What follows belongs to an exercise in optimizing a design on an open flow for small area, a short achievable clock period and few clock cycles; a production flow would make more cautious choices. In this exercise RTL edits were held to simulation tests only and were not proved equivalent to the original.

## flow/design.v (module list and top-level ports; edited modules follow where they fit)
// module cmult_round_sat: 10 lines
// module axis_cmult: 3106 lines
// module cmult_fa: 4 lines
// module cmult_ha: 4 lines
module axis_cmult
#(
  parameter int IN_WIDTH  = 16,
  parameter int OUT_WIDTH = 16,
  parameter int SHIFT     = 15,
  parameter int ROUND     = 1
) (
  input  logic                     aclk,
  input  logic                     areset,
  input  logic [2*IN_WIDTH-1:0]    s_axis_a_tdata,
  input  logic                     s_axis_a_tvalid,
  output logic                     s_axis_a_tready,
  input  logic                     s_axis_a_tlast,
  input  logic [2*IN_WIDTH-1:0]    s_axis_b_tdata,
  input  logic                     s_axis_b_tvalid,
  output logic                     s_axis_b_tready,
  input  logic                     conj_b,
  output logic [2*OUT_WIDTH-1:0]   m_axis_tdata,
  output logic                     m_axis_tvalid,
  input  logic                     m_axis_tready,
  output logic                     m_axis_tlast,
  output logic                     ovf_sticky,
  input  logic                     ovf_clr
);
  // ...
==> flow/run.sh <==
#!/bin/bash
# synth_recipe.tcl (not shown) runs the flow's synth.tcl, then flattens the netlist and writes it again
# the make line also repeats each setting of config.mk as NAME=value (left out here)
make -C /OpenROAD-flow-scripts/flow DESIGN_CONFIG=/design/flow/config.mk WORK_HOME=/design/flow/orfs CLKGATE_MAP_FILE= SYNTH_SCRIPT=/design/flow/synth_recipe.tcl finish
==> flow/config.mk <==
export PLATFORM = sky130hd
export DESIGN_NAME = axis_cmult
export DESIGN_NICKNAME = axis_cmult
export VERILOG_FILES = /design/flow/design.v
export SDC_FILE = /design/flow/constraint.sdc
export NUM_CORES = 4
export LEC_CHECK = 0
export ABC_CLOCK_PERIOD_IN_PS = 4000
export CAP_MARGIN = 20
export CORE_MARGIN = 2
export CORE_UTILIZATION = 40
export SETUP_SLACK_MARGIN = 4.5
export SLEW_MARGIN = 20
export SYNTH_HIERARCHICAL = 1
==> flow/constraint.sdc <==
create_clock -name core_clock -period 8.5 [get_ports {aclk}]
set_input_delay 1.7000 -clock core_clock [delete_from_list [all_inputs] [get_ports {aclk}]]
set_output_delay 1.7000 -clock core_clock [all_outputs]
set_load 0.01 [all_outputs]
==> reports/metrics.cfg, run 1 <==
[timing]
report.final.slew_viol_count=0
post-route-period-util_pct=48.4
report.final.hold_viol_count=0
tightest_slew_ps=933
rsz0062_at_grt=yes

[status]
status=no timing/DRC/antenna violations

[synthesis]
muxShareOfSynthArea_pct=0
synth.top_cells.by_area=sky130_fd_sc_hd__fa_1, sky130_fd_sc_hd__edfxtp_1, sky130_fd_sc_hd__xnor2_1, sky130_fd_sc_hd__a22oi_1, sky130_fd_sc_hd__ha_1
synth_top_cells_by_count=sky130_fd_sc_hd__xnor2_1, sky130_fd_sc_hd__a22oi_1, sky130_fd_sc_hd__fa_1
synth_simple_gate_area_share_pct=3.08
synth_compound_gate_area_share_pct=16.7
yosysMostFrequentCell=sky130_fd_sc_hd__xnor2_1
post_synthesis_adder_cell_area_fraction_pct=34.6

[floorplanning]
floorplan.die.width_um=282
count_of_inserted_tapcells=1030

[global_route]
wire_length_of_the_first_global_routing_pass_um=157000
via_count_of_the_first_global_routing_pass=25100
grt-busiest-layer=met2

[min_path]
min_delay_worst_endpoint=l3

[critical_path]
critical_path.slowest_cell=sky130_fd_sc_hd__fa_2
reg2reg_depth=9
cp-start-kind=register

[placed_design]
dpl_cell_area_um2=32900
gp_congestion=0.883
detailedPlace.worstSlack_ps=3490
port-buffer-count=108

[detailed_routing]
detailed_route_wire_length_per_cell_um=28.1
vias=23700
wl_met2_um=47100
vias_per_cell=6.25
drc=0

[clock_network]
tritoncts=done
cts_num_sinks=255

[layout]
buf_share_pct=11.3
area_of_the_multi_input_gates_um2=22900
finalInstanceArea_um2=37200
layout.cells.most_common_list=sky130_fd_sc_hd__xnor2_1, sky130_fd_sc_hd__fa_1, sky130_fd_sc_hd__a22oi_1
drive_gt1_share_pct=17.0

Testbench counts, summed over its fixed seeds: cycles 24,024.
==> run 2: changes to the inputs <==
--- a/flow/config.mk
+++ b/flow/config.mk
@@ -7,6 +7,5 @@
 export LEC_CHECK = 0
-export ABC_CLOCK_PERIOD_IN_PS = 4000
 export CAP_MARGIN = 20
 export CORE_MARGIN = 2
-export CORE_UTILIZATION = 40
+export CORE_UTILIZATION = 65
 export SETUP_SLACK_MARGIN = 4.5
==> run 2 against run 1 <==
Effect of this change: utilization rose by 31 points; flip-flop and latch count did not move; clock-buffer cell count fell by 8; non-clock buffer count rose by 38; critical path depth did not move; clock skew rose by 43 ps; register-to-register slack got worse by 220 ps; cell count fell by 10%; worst setup slack got worse by 220 ps; global-route usage rose by 16 points; synthesized cell count did not move.
==> reports/metrics.cfg, run 2 <==
[critical_path]
worst_ep_arrival_time_ps=4700  ; was 4410 ps
cp_data_required_time_ps=8860  ; was 8800 ps
crit_fanout=9  ; was 17
timing.setup.critical_path_class=reg -> reg  ; unchanged
cp-start-kind=register  ; unchanged
endpoint_kind=register  ; unchanged

[synthesis]
ys_warn_count=8  ; unchanged
postSynth.topFlopCell=sky130_fd_sc_hd__edfxtp_1  ; unchanged
yosysMostFrequentCell=sky130_fd_sc_hd__xnor2_1  ; unchanged
ys_types=64  ; unchanged
post_synth_instance_area_um2=30900  ; unchanged
post-synth-top-area-cell=sky130_fd_sc_hd__fa_1  ; unchanged
synth_seq_area_share_pct=24.8  ; unchanged
synth-seq-cells=255  ; unchanged
syn-mean-instance-area_um2=11.6  ; unchanged
synth_top_cells_by_count=sky130_fd_sc_hd__xnor2_1, sky130_fd_sc_hd__a22oi_1, sky130_fd_sc_hd__fa_1  ; unchanged
syn_inst=2649  ; unchanged
number_of_enable_type_register_cells_in_the_synthesized_netlist=251  ; unchanged
postSynth.asyncResetShare_pct=1.57  ; unchanged
synth_top_area_share_pct=30.2  ; unchanged
synth.top_cells.by_area=sky130_fd_sc_hd__fa_1, sky130_fd_sc_hd__edfxtp_1, sky130_fd_sc_hd__xnor2_1, sky130_fd_sc_hd__a22oi_1, sky130_fd_sc_hd__ha_1  ; unchanged

[layout]
layout_top_registers=d3: 32 flops, ai: 16 flops, ar: 16 flops  ; unchanged
top_register=d3  ; unchanged
fin_util_pct=79.8  ; was 48.8%
num-nets-final=3414  ; was 3381
largest_register_ff_count=32  ; unchanged
area_growth_syn_to_layout_pct=20.6  ; about the same
layout.cells.most_common_list=sky130_fd_sc_hd__xnor2_1, sky130_fd_sc_hd__fa_1, sky130_fd_sc_hd__a22oi_1  ; unchanged
final_common_cell=sky130_fd_sc_hd__xnor2_1  ; unchanged
drive_gt1_share_pct=20.3  ; was 17.0%
instances_no_fill=3399  ; was 3790

[floorplanning]
ios=109  ; unchanged
initial_util_pct=66.1  ; was 40.5%
floorplan.die.width_um=222  ; was 282 um
die_y_um=222  ; was 282 um
fp.dieArea_um2=49200  ; was 79400 um^2
fp.coreArea_um2=46700  ; was 76200 um^2
core.rowCount=79  ; was 101

[placed_design]
dpl.hpwl_um=58900  ; was 60500 um
port-buffer-count=108  ; unchanged
gp_congestion=0.879  ; was 0.883
place.detailed.instances=3181  ; was 3607

[timing]
max-slew-margin-rel_pct=28.0  ; was 37.8%
final.setup.tns_ps=0  ; unchanged
worst_hold_slack_ps=418  ; was 419 ps
final-setup-viol-count=0  ; unchanged
fin_skew_ps=66.4  ; was 23.8 ps
tightest_slew_ps=1080  ; was 933 ps
achievable-frequency_mhz=231  ; was 243 MHz
finalCriticalPeriod_ps=4340  ; was 4110 ps
report.final.hold_viol_count=0  ; unchanged
post-route-period-util_pct=51.0  ; was 48.4%
report.final.slew_viol_count=0  ; unchanged
rsz0062_at_grt=yes  ; unchanged

[detailed_routing]
antenna_left=0  ; unchanged
vias_per_cell=7.52  ; was 6.25
drt_iter0_markers=4706  ; was 3245
vias=25500  ; was 23.7k
drc=0  ; unchanged
detailedRoute.firstPassIterationCount=13  ; was 8
detail_route.wirelength_um=111000  ; was 106000 um
detailed_route_wire_length_per_cell_um=32.8  ; was 28.1 um

[clock_network]
clock_transition_at_the_registers_of_the_reported_paths_ps=70  ; was 60 ps
numCtsBuffers=28  ; was 34
cts_max_level=1  ; was 2
clk_path_buf_depth=3  ; unchanged
clock_latency_ps=620  ; was 560 ps
tritoncts=done  ; unchanged
cts_num_sinks=255  ; unchanged
cts_root_buf=sky130_fd_sc_hd__clkbuf_16  ; unchanged
post_cts_hold_buffer_count=0  ; unchanged

[global_route]
initial_antenna_violation_count=4  ; was 0
maximum_number_of_pins_on_one_net_before_global_route_repair=87  ; was 79
gr-usage-all-layers_pct=42.6  ; was 26.6%
via_count_of_the_first_global_routing_pass=26000  ; was 25.1k
global_route.overflow_total=0  ; unchanged
wire_length_of_the_first_global_routing_pass_um=156000  ; was 157000 um

[min_path]
worst_hold_path_type=reg -> reg  ; unchanged

[status]
status=no timing/DRC/antenna violations  ; unchanged

[job]
max_cap_violations=0  ; unchanged

-- run 2: changes by cell type in the layout (fill, tap and decap cells not counted), sizes merged --
cell      before  now
bufbuf        21   22
clkbuf        47   39
clkinv        14   13
diode          1    3
clkinvlp       3    5
buf          192  229
inv           28   27
-- run 2: stage by stage --
step                cell area [um^2]  setup WS (ps)
finish                         37200           4160
global route                   37200           4150
CTS                            35800           4400
detailed placement             32400           3350
global placement               32300           3380
floorplan                      31000           1030
-- run 2: path summary, 6_finish.rpt --
| check | start | end | slack, ps | cells after the start |
|---|---|---|---|---|
| worst max-delay path | br_two[4] | re_q20_1 | 4160 | 9 |
| worst min-delay path | l2 | l3 | 420 | 0 |
| worst max register to register | br_two[4] | re_q20_1 | 4160 | 9 |
| worst min register to register | l2 | l3 | 420 | 0 |
| max in group asynchronous | areset | v2 | 7140 | 3 |
| min in group asynchronous | areset | ovf_q | 1260 | 3 |
-- run 2: cells by family (layout without fill, tap and decap cells) --
family	count (synthesis)	after routing	share of synthesized area, %
and+or+nand+nor	191	191	3.08
xor gates and xnor gates	593	593	16.8
other	1	21	0.0122
AOI/OAI and AO/OA	716	716	16.7
adders and majority gates	574	574	34.6
buffers and inverters	319	442	4.02
DFF	255	255	24.8
-- run 2: timing repair --
| action | in CTS | in global routing |
|---|---|---|
| cloned | 31 | 4 |
| buffers inserted | 82 | 46 |
| gates resized for setup | 228 | 229 |
| setup endpoints to repair | 141 | 77 |
| hold endpoints to repair | 0 | 0 |
| pin swaps | 32 | 132 |
-- run 2: modules after synthesis (local to each module, per instance) --
module           flip-flops and latches  copies in the design
cmult_round_sat                       0                     2
axis_cmult                          255                     1
cmult_fa                              0                   466
cmult_ha                              0                    46
-- run 2: worst max-delay path, cell delays in order, from the launching register on --
cell and delay, ps:
sky130_fd_sc_hd__edfxtp_1 510, sky130_fd_sc_hd__buf_4 240, sky130_fd_sc_hd__a22oi_1 310, sky130_fd_sc_hd__xnor2_1 210, sky130_fd_sc_hd__fa_2 430, sky130_fd_sc_hd__fa_2 580, sky130_fd_sc_hd__fa_1 460, sky130_fd_sc_hd__fa_2 400
sky130_fd_sc_hd__fa_2 540, sky130_fd_sc_hd__fa_1 400
-- run 2: per-layer routing --
layer  up-vias  global-route usage [%]  wire [um]
li1       9635                       -          -
met5         -                    2.05        178
met4         6                    28.4      11000
met2      2588                    60.1      45700
met1     12400                    54.2      36700
met3       949                    16.9      18000
-- run 2: layout make-up --
cell class / count / area, um^2
flip-flops and latches: 255 / 7640
diodes: 3 / 7.51
inverters: 28 / 113
repair inverters: 1 / 5.00
multi-input cells: 2092 / 23100
repair buffers: 362 / 4660
clock buffers: 33 / 741
well taps: 607 / 759
fillers: 2687 / 9440
clock inverters: 18 / 150
==> run 3: changes to the inputs <==
--- a/flow/config.mk
+++ b/flow/config.mk
@@ -9,4 +9,4 @@
 export CORE_MARGIN = 2
-export CORE_UTILIZATION = 65
-export SETUP_SLACK_MARGIN = 4.5
+export CORE_UTILIZATION = 40
+export SETUP_SLACK_MARGIN = 4.0
 export SLEW_MARGIN = 20
==> run 3 against run 2 <==
Effect of this change: die area increased by 61%; sequential share of layout area increased by 1.9 points; cell count increased by 8.1%; critical path depth decreased by 5; worst setup slack got worse by 87 ps; highest routed layer is now met4.
==> reports/metrics.cfg, run 3 <==
[timing]
post-route-period-util_pct=52.1  ; was 51.0%
report.final.hold_viol_count=0  ; unchanged
achievable-frequency_mhz=226  ; was 231 MHz
max-slew-margin-rel_pct=34.8  ; was 28.0%
worst_hold_slack_ps=419  ; was 418 ps
finalCriticalPeriod_ps=4430  ; was 4340 ps
fin_skew_ps=16.6  ; was 66.4 ps
report.final.slew_viol_count=0  ; unchanged
final-setup-viol-count=0  ; unchanged
final.setup.tns_ps=0  ; unchanged
tightest_slew_ps=978  ; was 1080 ps
rsz0062_at_grt=no  ; was yes

[synthesis]
synth-seq-cells=255  ; unchanged
number_of_enable_type_register_cells_in_the_synthesized_netlist=251  ; unchanged
post_synth_instance_area_um2=30900  ; unchanged
syn_inst=2649  ; unchanged
yosysMostFrequentCell=sky130_fd_sc_hd__xnor2_1  ; unchanged
postSynth.topFlopCell=sky130_fd_sc_hd__edfxtp_1  ; unchanged
synth.top_cells.by_area=sky130_fd_sc_hd__fa_1, sky130_fd_sc_hd__edfxtp_1, sky130_fd_sc_hd__xnor2_1, sky130_fd_sc_hd__a22oi_1, sky130_fd_sc_hd__ha_1  ; unchanged
synth_top_area_share_pct=30.2  ; unchanged
synth_seq_area_share_pct=24.8  ; unchanged
synth_top_cells_by_count=sky130_fd_sc_hd__xnor2_1, sky130_fd_sc_hd__a22oi_1, sky130_fd_sc_hd__fa_1  ; unchanged
ys_warn_count=8  ; unchanged
ys_types=64  ; unchanged
post-synth-top-area-cell=sky130_fd_sc_hd__fa_1  ; unchanged
syn-mean-instance-area_um2=11.6  ; unchanged
postSynth.asyncResetShare_pct=1.57  ; unchanged

[critical_path]
crit_fanout=6  ; was 9
cp-start-kind=input pin  ; was register
r2r_slack_ps=4100  ; was 4160 ps
timing.critical_path.from=areset  ; was br_two[4]
r2r-start=ai[4]  ; was br_two[4]
endpoint_kind=primary output  ; was register
cp_data_required_time_ps=6800  ; was 8860 ps
worst_r2r_endpoint=im_q16_1  ; was re_q20_1
reg2reg_depth=9  ; unchanged
timing.setup.critical_path_class=in -> out  ; was reg -> reg
worst_ep_arrival_time_ps=2730  ; was 4700 ps

[detailed_routing]
drc=0  ; unchanged
antenna_left=0  ; unchanged
detail_route.wirelength_um=95800  ; was 111000 um
vias=22700  ; was 25.5k
drt_iter0_markers=2800  ; was 4706
detailed_route_wire_length_per_cell_um=26.1  ; was 32.8 um
detailedRoute.firstPassIterationCount=6  ; was 13
vias_per_cell=6.19  ; was 7.52

[layout]
layout_top_registers=d3: 32 flops, ai: 16 flops, ar: 16 flops  ; unchanged
fin_util_pct=44.6  ; was 79.8%
ant_cells=0  ; was 3
largest_register_ff_count=32  ; unchanged
drive_gt1_share_pct=6.39  ; was 20.3%
finalInstanceArea_um2=34000  ; was 37200 um^2
layout.cells.most_common_list=sky130_fd_sc_hd__xnor2_1, sky130_fd_sc_hd__a22oi_1, sky130_fd_sc_hd__fa_1  ; was sky130_fd_sc_hd__xnor2_1, sky130_fd_sc_hd__fa_1, sky130_fd_sc_hd__a22oi_1
num-nets-final=3266  ; was 3414
instances_no_fill=3674  ; was 3399
area_growth_syn_to_layout_pct=10.2  ; was 20.6%
top_register=d3  ; unchanged
final_common_cell=sky130_fd_sc_hd__xnor2_1  ; unchanged

[floorplanning]
ios=109  ; unchanged
initial_util_pct=40.5  ; was 66.1%
fp.coreArea_um2=76200  ; was 46700 um^2
fp.dieArea_um2=79400  ; was 49200 um^2
floorplan.die.width_um=282  ; was 222 um
die_y_um=282  ; was 222 um
core.rowCount=101  ; was 79

[clock_network]
cts_max_level=1  ; unchanged
numCtsBuffers=31  ; was 28
tritoncts=done  ; unchanged
clock_transition_at_the_registers_of_the_reported_paths_ps=60  ; was 70 ps
clk_path_buf_depth=3  ; unchanged
clock_latency_ps=610  ; was 620 ps
cts_num_sinks=255  ; unchanged
post_cts_hold_buffer_count=0  ; unchanged
cts_root_buf=sky130_fd_sc_hd__clkbuf_16  ; unchanged

[placed_design]
place.detailed.instances=3604  ; was 3181
port-buffer-count=108  ; unchanged
dpl.hpwl_um=60400  ; was 58900 um
gp_congestion=0.830  ; was 0.879
dpl_cell_area_um2=32900  ; was 32400 um^2

[min_path]
worst_hold_path_type=reg -> reg  ; unchanged
hold_depth=0  ; unchanged
min_delay_worst_endpoint=l3  ; unchanged
min-delay-start=l2  ; unchanged

[status]
status=no timing/DRC/antenna violations  ; unchanged

[global_route]
via_count_of_the_first_global_routing_pass=24800  ; was 26.0k
groute.layer.met2.usage_pct=37.4  ; was 60.1%
gr-usage-all-layers_pct=24.1  ; was 42.6%
global_route.usage.met1_pct=31.7  ; was 54.2%
global_route.usage.met3_pct=5.75  ; was 16.9%
initial_antenna_violation_count=0  ; was 4
grt-busiest-layer=met2  ; unchanged
global_route.overflow_total=0  ; unchanged
wire_length_of_the_first_global_routing_pass_um=146000  ; was 156000 um
maximum_number_of_pins_on_one_net_before_global_route_repair=157  ; was 87

[job]
max_cap_violations=0  ; unchanged

run 3: cell counts after synthesis:
No cell type changed its count.
run 3: logic make-up after synthesis:
group | synth area share (%)
buf+inv | 4.02
xor+xnor | 16.8
flops | 24.8
fa+ha+maj | 34.6
simple gates | 3.08
other cells | 0.0122
compound gates | 16.7
run 3: what timing repair did:
item | CTS | global route
pin swaps | 0 | 0
gates resized for setup | 3 | 0
buffers inserted | 8 | 3
cloned | 1 | 0
endpoints found under the setup margin | 26 | 7
endpoints found under the hold margin | 0 | 0
run 3: worst max-delay path, stage by stage:
cell                              delay (ps)
sky130_fd_sc_hd__clkdlybuf4s50_1         460
sky130_fd_sc_hd__inv_1                   100
sky130_fd_sc_hd__and3_1                  180
sky130_fd_sc_hd__dlygate4sd2_1           280
run 3: final cells by class:
cell class	count	area (um^2)
fill	6987	42200
timing repair inverter	1	5.00
clock inverter	22	210
sequential	255	7640
clock buffer	35	791
multi-input combinational	2092	22100
inverter	28	109
timing repair buffer	211	1880
tap	1030	1290
run 3: metrics by stage:
step                      setup WS [ps]
after floorplan                    1030
after global routing               4010
after detailed placement           3100
after global placement             3170
final                              4070
after CTS                          4070
run 3: worst max-delay path by stage:
stage                                 end  slack [ps]  cells after the start
after floorplan           s_axis_a_tready        1030                      3
after global placement    s_axis_b_tready        3170                      5
after detailed placement  s_axis_a_tready        3100                      5
after CTS                 s_axis_a_tready        4070                      4
after global routing      s_axis_b_tready        4010                      4
final                     s_axis_a_tready        4070                      4
run 3: Yosys stat by module (local to each module, per instance):
module | cell area, um^2 | cells inside | flops+latches | times used
axis_cmult | 20300 | 2023 | 255 | 1
cmult_fa | 20.0 | 1 | 0 | 466
cmult_ha | 12.5 | 1 | 0 | 46
cmult_round_sat | 333 | 57 | 0 | 2
run 3: per-layer routing:
layer  part of all wire, %  vias to the layer above
met3                    11                      356
met5                     0                        -
li1                      -                     9310
met4                   5.2                        0
met1                    39                    11500
met2                    45                     1556
==> run 4: changes to the inputs <==
--- a/flow/config.mk
+++ b/flow/config.mk
@@ -10,2 +10,3 @@
 export CORE_UTILIZATION = 40
+export CTS_BUF_LIST = sky130_fd_sc_hd__clkbuf_4 sky130_fd_sc_hd__clkbuf_8
 export SETUP_SLACK_MARGIN = 4.0
==> run 4 against run 3 <==
Effect of this change: still clean; clock skew grew 24 ps; flip-flop and latch count is the same; die area is the same; worst setup slack lost 25 ps; cell count grew 0.65%; maximum frequency shrank 0.55%; final area shrank 0.20%; highest routed layer unchanged.
==> reports/metrics.cfg, run 4 <==
[status]
status=no timing/DRC/antenna violations  ; unchanged

[global_route]
maximum_number_of_pins_on_one_net_before_global_route_repair=157  ; unchanged
gr-usage-all-layers_pct=24.3  ; was 24.1%
wire_length_of_the_first_global_routing_pass_um=146000  ; about the same
global_route.overflow_total=0  ; unchanged
via_count_of_the_first_global_routing_pass=25000  ; was 24.8k
initial_antenna_violation_count=1  ; was 0

[min_path]
min_delay_worst_endpoint=l2  ; was l3
worst_hold_path_type=reg -> reg  ; unchanged
hold_depth=0  ; unchanged
min-delay-start=l1  ; was l2

[synthesis]
postSynth.asyncResetShare_pct=1.57  ; unchanged
post-synth-top-area-cell=sky130_fd_sc_hd__fa_1  ; unchanged
synth_top_cells_by_count=sky130_fd_sc_hd__xnor2_1, sky130_fd_sc_hd__a22oi_1, sky130_fd_sc_hd__fa_1  ; unchanged
ys_types=64  ; unchanged
number_of_enable_type_register_cells_in_the_synthesized_netlist=251  ; unchanged
ys_warn_count=8  ; unchanged
syn_inst=2649  ; unchanged
postSynth.topFlopCell=sky130_fd_sc_hd__edfxtp_1  ; unchanged
synth_top_area_share_pct=30.2  ; unchanged
yosysMostFrequentCell=sky130_fd_sc_hd__xnor2_1  ; unchanged
synth-seq-cells=255  ; unchanged
synth.top_cells.by_area=sky130_fd_sc_hd__fa_1, sky130_fd_sc_hd__edfxtp_1, sky130_fd_sc_hd__xnor2_1, sky130_fd_sc_hd__a22oi_1, sky130_fd_sc_hd__ha_1  ; unchanged
synth_seq_area_share_pct=24.8  ; unchanged
post_synth_instance_area_um2=30900  ; unchanged
syn-mean-instance-area_um2=11.6  ; unchanged

[timing]
tightest_slew_ps=979  ; was 978 ps
setup_slack_of_the_critical_path_after_layout_ps=4050  ; was 4070 ps
finalCriticalPeriod_ps=4450  ; was 4430 ps
report.final.slew_viol_count=0  ; unchanged
fin_skew_ps=40.7  ; was 16.6 ps
final.setup.tns_ps=0  ; unchanged
max-slew-margin-rel_pct=34.8  ; about the same
rsz0062_at_grt=no  ; unchanged
report.final.hold_viol_count=0  ; unchanged
achievable-frequency_mhz=225  ; was 226 MHz
post-route-period-util_pct=52.4  ; was 52.1%
final-setup-viol-count=0  ; unchanged

[critical_path]
cp-start-kind=register  ; was input pin
reg2reg_depth=9  ; unchanged
worstPathCellList=buf_4 -> a22oi_1 -> xnor2_1 -> fa_1 -> fa_1 -> fa_1 -> fa_1 -> fa_1 -> fa_1  ; was clkdlybuf4s50_1 -> inv_1 -> and3_1 -> dlygate4sd2_1
worst_stage_delay_on_the_critical_path_ps=520  ; was 460 ps
timing.critical_path.mode_cell=sky130_fd_sc_hd__fa_1
cp_data_required_time_ps=8870  ; was 6800 ps
critical_path.slowest_cell=sky130_fd_sc_hd__fa_1  ; was sky130_fd_sc_hd__clkdlybuf4s50_1
timing.setup.critical_path_class=reg -> reg  ; was in -> out
worst_ep_arrival_time_ps=4820  ; was 2730 ps
r2r-start=ai[4]  ; unchanged
crit_fanout=32  ; was 6
endpoint_kind=register  ; was primary output
worst_r2r_endpoint=im_q16_1  ; unchanged
r2r_slack_ps=4050  ; was 4100 ps

[clock_network]
tritoncts=done  ; unchanged
cts_root_buf=sky130_fd_sc_hd__clkbuf_8  ; was sky130_fd_sc_hd__clkbuf_16
cts_num_sinks=255  ; unchanged
post_cts_hold_buffer_count=0  ; unchanged
numCtsBuffers=47  ; was 31
clock_latency_ps=670  ; was 610 ps
clock_transition_at_the_registers_of_the_reported_paths_ps=60  ; about the same
clk_path_buf_depth=3  ; unchanged
cts_max_level=2  ; was 1

[placed_design]
port-buffer-count=108  ; unchanged
gp_congestion=0.830  ; unchanged
detailedPlace.worstSlack_ps=3100  ; unchanged
dpl.hpwl_um=60400  ; unchanged
dpl_cell_area_um2=32900  ; unchanged
place.detailed.instances=3604  ; unchanged

[detailed_routing]
vias=22800  ; was 22.7k
detailedRoute.firstPassIterationCount=9  ; was 6
vias_per_cell=6.17  ; was 6.19
antenna_left=0  ; unchanged
drc=0  ; unchanged
drt_iter0_markers=2656  ; was 2800
detail_route.wirelength_um=96100  ; was 95800 um
detailed_route_wire_length_per_cell_um=26.0  ; was 26.1 um

[layout]
instances_no_fill=3698  ; was 3674
top_register=d3  ; unchanged
fill_cells=6994  ; was 6987
layout.cells.most_common_list=sky130_fd_sc_hd__xnor2_1, sky130_fd_sc_hd__a22oi_1, sky130_fd_sc_hd__fa_1  ; unchanged
layout_top_registers=d3: 32 flops, ai: 16 flops, ar: 16 flops  ; unchanged
num-nets-final=3282  ; was 3266
area_growth_syn_to_layout_pct=9.94  ; was 10.2%
drive_gt1_share_pct=7.35  ; was 6.39%
finalInstanceArea_um2=33900  ; was 34000 um^2
largest_register_ff_count=32  ; unchanged
final_common_cell=sky130_fd_sc_hd__xnor2_1  ; unchanged

[floorplanning]
fp.coreArea_um2=76200  ; unchanged
ios=109  ; unchanged
die_y_um=282  ; unchanged
initial_util_pct=40.5  ; unchanged
floorplan.die.width_um=282  ; unchanged
core.rowCount=101  ; unchanged
fp.dieArea_um2=79400  ; unchanged

[job]
max_cap_violations=0  ; unchanged

==> run 4: cell count changes in the layout (fill, tap and decap cells not counted), sizes merged <==
cell | previous run | this run
clkinvlp | 3 | 2
bufinv | 4 | 3
clkinv | 16 | 15
inv | 28 | 30
clkbuf | 35 | 59
diode | 0 | 1
==> run 4: per-stage QoR <==
step | hold slack, ps | util (%)
3_3_place_gp | 404 | 43.1
6_report | 418 | 44.5
5_1_grt | 436 | 44.5
2_1_floorplan | 400 | -
3_5_place_dp | 405 | 43.2
4_1_cts | 421 | 44.5
==> run 4: per-module statistics from Yosys (local to each module, per instance) <==
module | copies in the design | cells inside | flip-flops and latches
axis_cmult | 1 | 2023 | 255
cmult_round_sat | 2 | 57 | 0
cmult_fa | 466 | 1 | 0
cmult_ha | 46 | 1 | 0
==> run 4: per-layer routing <==
| metal | GRT usage [%] | share of wire [%] |
|---|---|---|
| met1 | 31.8 | 39 |
| met2 | 37.5 | 45 |
| met4 | 12.2 | 5.0 |
| met3 | 6.04 | 11 |
| met5 | 0 | 0 |
==> run 4: critical path, delay by kind of cell (launching register included) <==
family,cells,cell delay [ps]
AOI/OAI and AO/OA,1,210
xor gates and xnor gates,1,230
adders and majority gates,6,2790
buffers and inverters,1,490
DFF,1,400
==> run 4: cell families (layout without fill, tap and decap cells) <==
group	after synthesis	in the layout	share of synthesized area, %
AOI/OAI and AO/OA	716	716	16.7
other	1	19	0.0122
and+or+nand+nor	191	191	3.08
xor gates and xnor gates	593	593	16.8
adders and majority gates	574	574	34.6
buffers and inverters	319	320	4.02
DFF	255	255	24.8
==> run 4: timing repair <==
action,CTS,global route
cloned,1,0
buffers inserted,8,3
endpoints found under the setup margin,27,8
gates resized for setup,3,0
hold endpoints to repair,0,0
==> run 4: layout make-up <==
| cell class | instances | area (um^2) | share of cell area, % |
|---|---|---|---|
| antenna | 1 | 2.50 | 0.00738 |
| clock buffer | 59 | 737 | 2.17 |
| clock inverter | 21 | 194 | 0.572 |
| inverter | 28 | 109 | 0.321 |
| multi-input combinational | 2092 | 22100 | 65.1 |
| sequential | 255 | 7640 | 22.5 |
| tap | 1030 | 1290 | 3.80 |
| timing repair buffer | 211 | 1880 | 5.54 |
| timing repair inverter | 1 | 5.00 | 0.0148 |
==> run 4: how the worst max path moves through the flow <==
stage | from | cells after the start | slack, ps | to
floorplan | m_axis_tready | 3 | 1030 | s_axis_a_tready
global placement | m_axis_tready | 5 | 3170 | s_axis_b_tready
detailed placement | m_axis_tready | 5 | 3100 | s_axis_a_tready
CTS | bi_nre[0] | 7 | 4070 | re_q16_1
global route | areset | 4 | 4010 | s_axis_b_tready
finish | ai[4] | 9 | 4050 | im_q16_1
==> run 5: changes to the inputs <==
--- a/flow/config.mk
+++ b/flow/config.mk
@@ -10,4 +10,3 @@
 export CORE_UTILIZATION = 40
-export CTS_BUF_LIST = sky130_fd_sc_hd__clkbuf_4 sky130_fd_sc_hd__clkbuf_8
-export SETUP_SLACK_MARGIN = 4.0
+export SETUP_SLACK_MARGIN = 4.5
 export SLEW_MARGIN = 20
==> run 5 against run 4 <==
Effect of this change: die area did not move; flip-flop and latch count unchanged; register-to-register slack improved by 340 ps; global-route usage grew 2.3 points; first-iteration DRC count increased by 22%.
==> reports/metrics.cfg, run 5 <==
[detailed_routing]
detail_route.wirelength_um=106000  ; was 96100 um
drt_iter0_markers=3245  ; was 2656
detailedRoute.firstPassIterationCount=8  ; was 9
vias_per_cell=6.25  ; was 6.17
vias=23700  ; was 22.8k
detailed_route_wire_length_per_cell_um=28.1  ; was 26.0 um
drc=0  ; unchanged
antenna_left=0  ; unchanged

[synthesis]
synth-seq-cells=255  ; unchanged
postSynth.topFlopCell=sky130_fd_sc_hd__edfxtp_1  ; unchanged
ys_warn_count=8  ; unchanged
postSynth.asyncResetShare_pct=1.57  ; unchanged
synth_seq_area_share_pct=24.8  ; unchanged
post-synth-top-area-cell=sky130_fd_sc_hd__fa_1  ; unchanged
number_of_enable_type_register_cells_in_the_synthesized_netlist=251  ; unchanged
syn-mean-instance-area_um2=11.6  ; unchanged
yosysMostFrequentCell=sky130_fd_sc_hd__xnor2_1  ; unchanged
ys_types=64  ; unchanged
syn_inst=2649  ; unchanged
post_synth_instance_area_um2=30900  ; unchanged
synth_top_area_share_pct=30.2  ; unchanged
synth.top_cells.by_area=sky130_fd_sc_hd__fa_1, sky130_fd_sc_hd__edfxtp_1, sky130_fd_sc_hd__xnor2_1, sky130_fd_sc_hd__a22oi_1, sky130_fd_sc_hd__ha_1  ; unchanged
synth_top_cells_by_count=sky130_fd_sc_hd__xnor2_1, sky130_fd_sc_hd__a22oi_1, sky130_fd_sc_hd__fa_1  ; unchanged

[layout]
largest_register_ff_count=32  ; unchanged
drive_gt1_share_pct=17.0  ; was 7.35%
area_growth_syn_to_layout_pct=20.6  ; was 9.94%
num-nets-final=3381  ; was 3282
final_common_cell=sky130_fd_sc_hd__xnor2_1  ; unchanged
top_register=d3  ; unchanged
layout_top_registers=d3: 32 flops, ai: 16 flops, ar: 16 flops  ; unchanged
finalInstanceArea_um2=37200  ; was 33900 um^2
instances_no_fill=3790  ; was 3698
layout.cells.most_common_list=sky130_fd_sc_hd__xnor2_1, sky130_fd_sc_hd__fa_1, sky130_fd_sc_hd__a22oi_1  ; was sky130_fd_sc_hd__xnor2_1, sky130_fd_sc_hd__a22oi_1, sky130_fd_sc_hd__fa_1

[placed_design]
dpl.hpwl_um=60500  ; was 60400 um
gp_congestion=0.883  ; was 0.830
place.detailed.instances=3607  ; was 3604
port-buffer-count=108  ; unchanged
dpl_cell_area_um2=32900  ; about the same

[floorplanning]
initial_util_pct=40.5  ; unchanged
fp.coreArea_um2=76200  ; unchanged
core.rowCount=101  ; unchanged
die_y_um=282  ; unchanged
floorplan.die.width_um=282  ; unchanged
ios=109  ; unchanged
fp.dieArea_um2=79400  ; unchanged

[critical_path]
endpoint_kind=register  ; unchanged
cp_data_required_time_ps=8800  ; was 8870 ps
worst_ep_arrival_time_ps=4410  ; was 4820 ps
crit_fanout=17  ; was 32
cp-start-kind=register  ; unchanged
timing.setup.critical_path_class=reg -> reg  ; unchanged

[clock_network]
clock_transition_at_the_registers_of_the_reported_paths_ps=60  ; about the same
tritoncts=done  ; unchanged
post_cts_hold_buffer_count=0  ; unchanged
clk_path_buf_depth=3  ; unchanged
cts_root_buf=sky130_fd_sc_hd__clkbuf_16  ; was sky130_fd_sc_hd__clkbuf_8
cts_num_sinks=255  ; unchanged
cts_max_level=2  ; unchanged
numCtsBuffers=34  ; was 47
clock_latency_ps=560  ; was 670 ps

[timing]
report.final.hold_viol_count=0  ; unchanged
rsz0062_at_grt=yes  ; was no
fin_skew_ps=23.8  ; was 40.7 ps
post-route-period-util_pct=48.4  ; was 52.4%
max-slew-margin-rel_pct=37.8  ; was 34.8%
finalCriticalPeriod_ps=4110  ; was 4450 ps
tightest_slew_ps=933  ; was 979 ps
final-setup-viol-count=0  ; unchanged
achievable-frequency_mhz=243  ; was 225 MHz
worst_hold_slack_ps=419  ; was 418 ps
report.final.slew_viol_count=0  ; unchanged
final.setup.tns_ps=0  ; unchanged

[min_path]
worst_hold_path_type=reg -> reg  ; unchanged

[status]
status=no timing/DRC/antenna violations  ; unchanged

[global_route]
wire_length_of_the_first_global_routing_pass_um=157000  ; was 146000 um
initial_antenna_violation_count=0  ; was 1
gr-usage-all-layers_pct=26.6  ; was 24.3%
maximum_number_of_pins_on_one_net_before_global_route_repair=79  ; was 157
global_route.overflow_total=0  ; unchanged
via_count_of_the_first_global_routing_pass=25100  ; was 25.0k

[job]
max_cap_violations=0  ; unchanged

[run 5: changes by cell type in the layout (fill, tap and decap cells not counted), moves of 21 or more]
| cell | before | now |
|---|---|---|
| sky130_fd_sc_hd__a22oi_1 | 480 | 384 |
| sky130_fd_sc_hd__a22oi_2 | 1 | 97 |
| sky130_fd_sc_hd__buf_12 | 1 | 47 |
| sky130_fd_sc_hd__buf_6 | 0 | 27 |
| sky130_fd_sc_hd__bufbuf_16 | 0 | 21 |
| sky130_fd_sc_hd__clkbuf_16 | 0 | 43 |
| sky130_fd_sc_hd__clkbuf_8 | 47 | 0 |
| sky130_fd_sc_hd__fa_1 | 466 | 410 |
| sky130_fd_sc_hd__fa_2 | 0 | 56 |
[run 5: cell families (layout without fill, tap and decap cells)]
family                     Yosys count  count (layout)  share of synthesized area (%)
and+or+nand+nor                    191             191                           3.08
xor gates and xnor gates           593             593                           16.8
other                                1              19                         0.0122
buffers and inverters              319             412                           4.02
AOI/OAI and AO/OA                  716             716                           16.7
DFF                                255             255                           24.8
adders and majority gates          574             574                           34.6
[run 5: path summary, 6_finish.rpt]
path	start	endpoint	slack, ps	depth (start not counted)
worst max-delay path	br_one[1]	re_q18_1	4390	9
worst min-delay path	l2	l3	420	0
worst max register to register	br_one[1]	re_q18_1	4390	9
worst min register to register	l2	l3	420	0
max in group asynchronous	areset	v1	7130	3
min in group asynchronous	areset	v3	1280	3
[run 5: metal layers]
metal	wire length (um)	part of all wire [%]	vias up	global-route usage, %
li1	-	-	9577	-
met3	13400	13	364	7.84
met5	0	0	-	0.0611
met4	5360	5.0	0	11.8
met1	40600	38	12000	35.2
met2	47100	44	1729	40.4
[run 5: timing repair]
| item | CTS | global route |
|---|---|---|
| gates cloned | 28 | 6 |
| resized for setup | 205 | 172 |
| hold endpoints to repair | 0 | 0 |
| setup buffers | 56 | 32 |
| pin swaps | 26 | 69 |
| setup endpoints to repair | 133 | 152 |
[run 5: critical path, cell delays in order (launching register included)]
cell and delay [ps]:
sky130_fd_sc_hd__edfxtp_1 430, sky130_fd_sc_hd__buf_12 200, sky130_fd_sc_hd__a22oi_2 200, sky130_fd_sc_hd__xnor2_1 210
sky130_fd_sc_hd__fa_1 490, sky130_fd_sc_hd__fa_2 570, sky130_fd_sc_hd__fa_1 430, sky130_fd_sc_hd__fa_2 370
sky130_fd_sc_hd__fa_2 540, sky130_fd_sc_hd__fa_1 400
[run 5: metrics by stage]
stage | worst slack, ps | utilization (%)
2_1_floorplan | 1030 | -
3_3_place_gp | 3590 | 43.2
3_5_place_dp | 3490 | 43.2
4_1_cts | 4400 | 47.4
5_1_grt | 4320 | 48.8
6_report | 4390 | 48.8
[run 5: cell type report]
type,instances,area [um^2]
Fill cell,6660,39000
Multi-Input combinational cell,2092,22900
Sequential cell,255,7640
Timing Repair Buffer,324,4220
Tap cell,1030,1290
Clock buffer,41,941
Clock inverter,19,154
Inverter,28,109
Antenna cell,1,2.50
[run 5: Yosys stat by module (local to each module, per instance)]
module	flip-flops and latches	area, um^2	cells
cmult_fa	0	20.0	1
cmult_round_sat	0	333	57
axis_cmult	255	20300	2023
cmult_ha	0	12.5	1
==> run 6: changes to the inputs <==
==> flow/flow/run.sh (new file) <==
#!/bin/bash
# Own layout flow: the standard ORFS flow (standard.sh, standard synthesis unchanged)
# with extra ORFS make variables appended to its make command line.
set -euo pipefail
EXTRA=$(cat flow/extra_vars.txt)
sed "s|\"\${@:-finish}\"|$EXTRA \"\${@:-finish}\"|" standard.sh > my_standard.sh
bash my_standard.sh > flow_make.log 2>&1
==> flow/flow/extra_vars.txt (new file) <==
BUFFER_PORTS_ARGS="-buffer_cell sky130_fd_sc_hd__buf_1"
==> flow/standard.sh (new file) <==
#!/bin/bash
# synth_recipe.tcl (not shown) runs the flow's synth.tcl, then flattens the netlist and writes it again
# the make line also repeats each setting of config.mk as NAME=value (left out here)
make -C /OpenROAD-flow-scripts/flow DESIGN_CONFIG=/design/flow/config.mk WORK_HOME=/design/flow/orfs CLKGATE_MAP_FILE= SYNTH_SCRIPT=/design/flow/synth_recipe.tcl "${@:-finish}"
--- a/flow/config.mk
+++ b/flow/config.mk
@@ -10,3 +10,3 @@
 export CORE_UTILIZATION = 40
-export SETUP_SLACK_MARGIN = 4.5
+export SETUP_SLACK_MARGIN = 4.0
 export SLEW_MARGIN = 20
removed: flow/run.sh
==> run 6 against run 5 <==
Effect of this change: clock-buffer cell count up 2; worst setup slack worse by 270 ps; clock skew up 4.7 ps; die area unchanged; cell count down 2.8%; register-to-register slack worse by 270 ps; highest routed layer unchanged; utilization down 4.8 points; via count down 4.4%; largest cell class unchanged; synthesized area unchanged; first-iteration DRC count down 18%; critical endpoint is now im_q17_1; still clean.
==> reports/metrics.cfg, run 6 <==
[timing]
rsz0062_at_grt=no  ; was yes
report.final.hold_viol_count=0  ; unchanged
tightest_slew_ps=984  ; was 933 ps
report.final.slew_viol_count=0  ; unchanged
max-slew-margin-rel_pct=34.4  ; was 37.8%
final.setup.tns_ps=0  ; unchanged
achievable-frequency_mhz=228  ; was 243 MHz
worst_hold_slack_ps=417  ; was 419 ps
post-route-period-util_pct=51.6  ; was 48.4%
finalCriticalPeriod_ps=4390  ; was 4110 ps
final-setup-viol-count=0  ; unchanged
fin_skew_ps=28.5  ; was 23.8 ps

[detailed_routing]
antenna_left=0  ; unchanged
vias_per_cell=6.15  ; was 6.25
drc=0  ; unchanged
detail_route.wirelength_um=96400  ; was 106000 um
dr_wl_met3_um=9860  ; was 13400 um
detailedRoute.firstPassIterationCount=6  ; was 8
drt-met1-wl_um=38200  ; was 40600 um
drt_iter0_markers=2672  ; was 3245
vias=22600  ; was 23.7k
maxUsedRoutingLayer=met4  ; unchanged
wl_met2_um=43400  ; was 47100 um
detailed_route_wire_length_per_cell_um=26.2  ; was 28.1 um

[job]
max_cap_violations=0  ; unchanged

[global_route]
via_count_of_the_first_global_routing_pass=24800  ; was 25.1k
maximum_number_of_pins_on_one_net_before_global_route_repair=77  ; was 79
global_route.overflow_total=0  ; unchanged
gr-usage-all-layers_pct=24.4  ; was 26.6%
wire_length_of_the_first_global_routing_pass_um=147000  ; was 157000 um
initial_antenna_violation_count=0  ; unchanged

[layout]
area_growth_syn_to_layout_pct=8.74  ; was 20.6%
largest_register_ff_count=32  ; unchanged
instances_no_fill=3684  ; was 3790
layout_top_registers=d3: 32 flops, ai: 16 flops, ar: 16 flops  ; unchanged
layout.cells.most_common_list=sky130_fd_sc_hd__xnor2_1, sky130_fd_sc_hd__a22oi_1, sky130_fd_sc_hd__fa_1  ; was sky130_fd_sc_hd__xnor2_1, sky130_fd_sc_hd__fa_1, sky130_fd_sc_hd__a22oi_1
num-nets-final=3274  ; was 3381
area_of_the_multi_input_gates_um2=22100  ; was 22900 um^2
drive_gt1_share_pct=6.67  ; was 17.0%
seqCellArea_um2=7640  ; unchanged
fill_cells=6985  ; was 6660
ant_cells=0  ; was 1
final_common_cell=sky130_fd_sc_hd__xnor2_1  ; unchanged
fin_util_pct=44.0  ; was 48.8%
top_register=d3  ; unchanged

[synthesis]
synth_compound_gate_area_share_pct=16.7  ; unchanged
synth_top_family_by_area=adder cells  ; unchanged
synth.top_cells.by_area=sky130_fd_sc_hd__fa_1, sky130_fd_sc_hd__edfxtp_1, sky130_fd_sc_hd__xnor2_1, sky130_fd_sc_hd__a22oi_1, sky130_fd_sc_hd__ha_1  ; unchanged
muxShareOfSynthArea_pct=0  ; unchanged
post-synth-top-area-cell=sky130_fd_sc_hd__fa_1  ; unchanged
synth_top_area_share_pct=30.2  ; unchanged
ys_warn_count=8  ; unchanged
post_synth_xor_area_fraction_pct=16.8  ; unchanged
post_synthesis_adder_cell_area_fraction_pct=34.6  ; unchanged
yosysMostFrequentCell=sky130_fd_sc_hd__xnor2_1  ; unchanged
ys_types=64  ; unchanged
synth_seq_area_share_pct=24.8  ; unchanged
synth_simple_gate_area_share_pct=3.08  ; unchanged
syn_inst=2649  ; unchanged
synth-seq-cells=255  ; unchanged
syn-mean-instance-area_um2=11.6  ; unchanged
postSynth.topFlopCell=sky130_fd_sc_hd__edfxtp_1  ; unchanged
number_of_enable_type_register_cells_in_the_synthesized_netlist=251  ; unchanged
postSynth.asyncResetShare_pct=1.57  ; unchanged
post_synth_instance_area_um2=30900  ; unchanged
synth_top_cells_by_count=sky130_fd_sc_hd__xnor2_1, sky130_fd_sc_hd__a22oi_1, sky130_fd_sc_hd__fa_1  ; unchanged

[clock_network]
cts_num_sinks=255  ; unchanged
clock_latency_ps=570  ; was 560 ps
post_cts_hold_buffer_count=0  ; unchanged
clk_path_buf_depth=3  ; unchanged
cts_root_buf=sky130_fd_sc_hd__clkbuf_16  ; unchanged
clock_transition_at_the_registers_of_the_reported_paths_ps=60  ; about the same
tritoncts=done  ; unchanged
cts_max_level=2  ; unchanged
numCtsBuffers=34  ; unchanged

[critical_path]
endpoint_kind=register  ; unchanged
timing.setup.critical_path_class=reg -> reg  ; unchanged
reg2reg_depth=8  ; was 9
r2r_slack_ps=4110  ; was 4390 ps
cp-start-kind=register  ; unchanged
worst_r2r_endpoint=im_q17_1  ; was re_q18_1
crit_fanout=36  ; was 17
cp_data_required_time_ps=8790  ; was 8800 ps
r2r-start=br_neg[3]  ; was br_one[1]
worst_ep_arrival_time_ps=4680  ; was 4410 ps

[floorplanning]
die_y_um=282  ; unchanged
floorplan.die.width_um=282  ; unchanged
fp.dieArea_um2=79400  ; unchanged
ios=109  ; unchanged
core.rowCount=101  ; unchanged
fp.coreArea_um2=76200  ; unchanged
initial_util_pct=40.5  ; unchanged

[placed_design]
port-buffer-count=108  ; unchanged
dpl.hpwl_um=61200  ; was 60500 um
place.detailed.instances=3606  ; was 3607
gp_congestion=0.858  ; was 0.883

[min_path]
min-delay-start=l2  ; unchanged
worst_hold_path_type=reg -> reg  ; unchanged
min_delay_worst_endpoint=l3  ; unchanged
hold_depth=0  ; unchanged

[status]
status=no timing/DRC/antenna violations  ; unchanged

[run 6: cell counts after synthesis]
No cell type changed its count.
[run 6: area by class of cell]
type	count	share of cell area, %
Multi-Input combinational cell	2092	65.8
Timing Repair Buffer	215	3.82
Inverter	28	0.324
Sequential cell	255	22.8
Tap cell	1030	3.84
Timing Repair inverter	2	0.0373
Clock buffer	43	2.70
Clock inverter	19	0.727
[run 6: cells by family after synthesis]
logic type	after synthesis
other	1
AND/OR/NAND/NOR	191
flip-flops	255
AO/OA/AOI/OAI	716
XOR/XNOR	593
buffers and inverters	319
adder cells (fa/ha/maj)	574
[run 6: per-module statistics from Yosys, one instance, submodules excluded]
| module | cells inside | cell area [um^2] | flops+latches |
|---|---|---|---|
| axis_cmult | 2023 | 20300 | 255 |
| cmult_round_sat | 57 | 333 | 0 |
| cmult_fa | 1 | 20.0 | 0 |
| cmult_ha | 1 | 12.5 | 0 |
[run 6: worst max-delay path by stage]
stage | slack (ps) | depth (start not counted) | startpoint | end
final | 4110 | 8 | br_neg[3] | im_q17_1
after floorplan | 1030 | 3 | m_axis_tready | s_axis_a_tready
after CTS | 4050 | 7 | bi_nim[0] | im_q17_1
after global placement | 3440 | 5 | m_axis_tready | s_axis_a_tready
after global routing | 4020 | 8 | br_neg[3] | im_q17_1
after detailed placement | 3340 | 5 | m_axis_tready | s_axis_a_tready
[run 6: metal layers]
| layer | vias up | track usage (%) |
|---|---|---|
| met4 | 0 | 12.1 |
| met3 | 304 | 5.78 |
| met2 | 1476 | 37.6 |
| li1 | 9334 | - |
| met1 | 11500 | 32.3 |
| met5 | - | 0 |
[run 6: worst max-delay path, stage by stage, from the launching register on]
cell                       delay (ps)
sky130_fd_sc_hd__edfxtp_1         320
sky130_fd_sc_hd__buf_4            620
sky130_fd_sc_hd__xnor2_1          230
sky130_fd_sc_hd__fa_1             640
sky130_fd_sc_hd__fa_1             440
sky130_fd_sc_hd__fa_1             470
sky130_fd_sc_hd__fa_1             420
sky130_fd_sc_hd__fa_1             520
sky130_fd_sc_hd__fa_1             410
[run 6: what timing repair did]
item	4_1_cts	5_1_grt
gates resized for setup	0	1
gates cloned	2	0
setup buffers	6	6
setup endpoints to repair	24	15
[run 6: stage by stage]
stage               setup WS [ps]  instance area [um^2]
floorplan                    1030                 30900
global placement             3440                 32200
detailed placement           3340                 32200
CTS                          4050                 33500
global route                 4020                 33500
finish                       4110                 33500

what the ideal ports hide:
The results above use ideal ports. As a check the final layouts listed here were re-extracted and re-timed, cells and wires unchanged. Step 1 (the two cells are an assumption about what drives the block):
set clk [get_ports {aclk}]
set_driving_cell -lib_cell sky130_fd_sc_hd__clkbuf_16 $clk
set_driving_cell -lib_cell sky130_fd_sc_hd__buf_2 [delete_from_list [all_inputs] $clk]
Step 2 also shifts input and output timing later by t, the mid clock arrival at the registers, as if the neighbouring blocks saw the same clock. Three values: ideal ports, drivers, drivers and shift; two values: the first two.
| run | t, ns | setup slack, ns | hold slack, ns | worst setup path after step 2 |
|---|---|---|---|---|
| run 1 | 0.619 | 4.386 / 4.386 / 4.075 | 0.419 / 0.419 / 0.419 | input to register |
| run 2 | 0.654 | 4.162 / 4.162 / 4.162 | 0.418 / 0.418 / 0.418 | register to register |
| run 3 | 0.671 | 4.075 / 4.051 / 4.051 | 0.419 / 0.419 / 0.419 | input to output |
| run 4 | 0.708 | 4.050 / 4.050 / 4.047 | 0.418 / 0.418 / 0.418 | input to register |
| run 5 | 0.619 | 4.386 / 4.386 / 4.075 | 0.419 / 0.419 / 0.419 | input to register |
| run 6 | 0.624 | 4.113 / 4.113 / 4.113 | 0.417 / 0.417 / 0.417 | register to register |
After both steps every run listed still meets setup and hold.
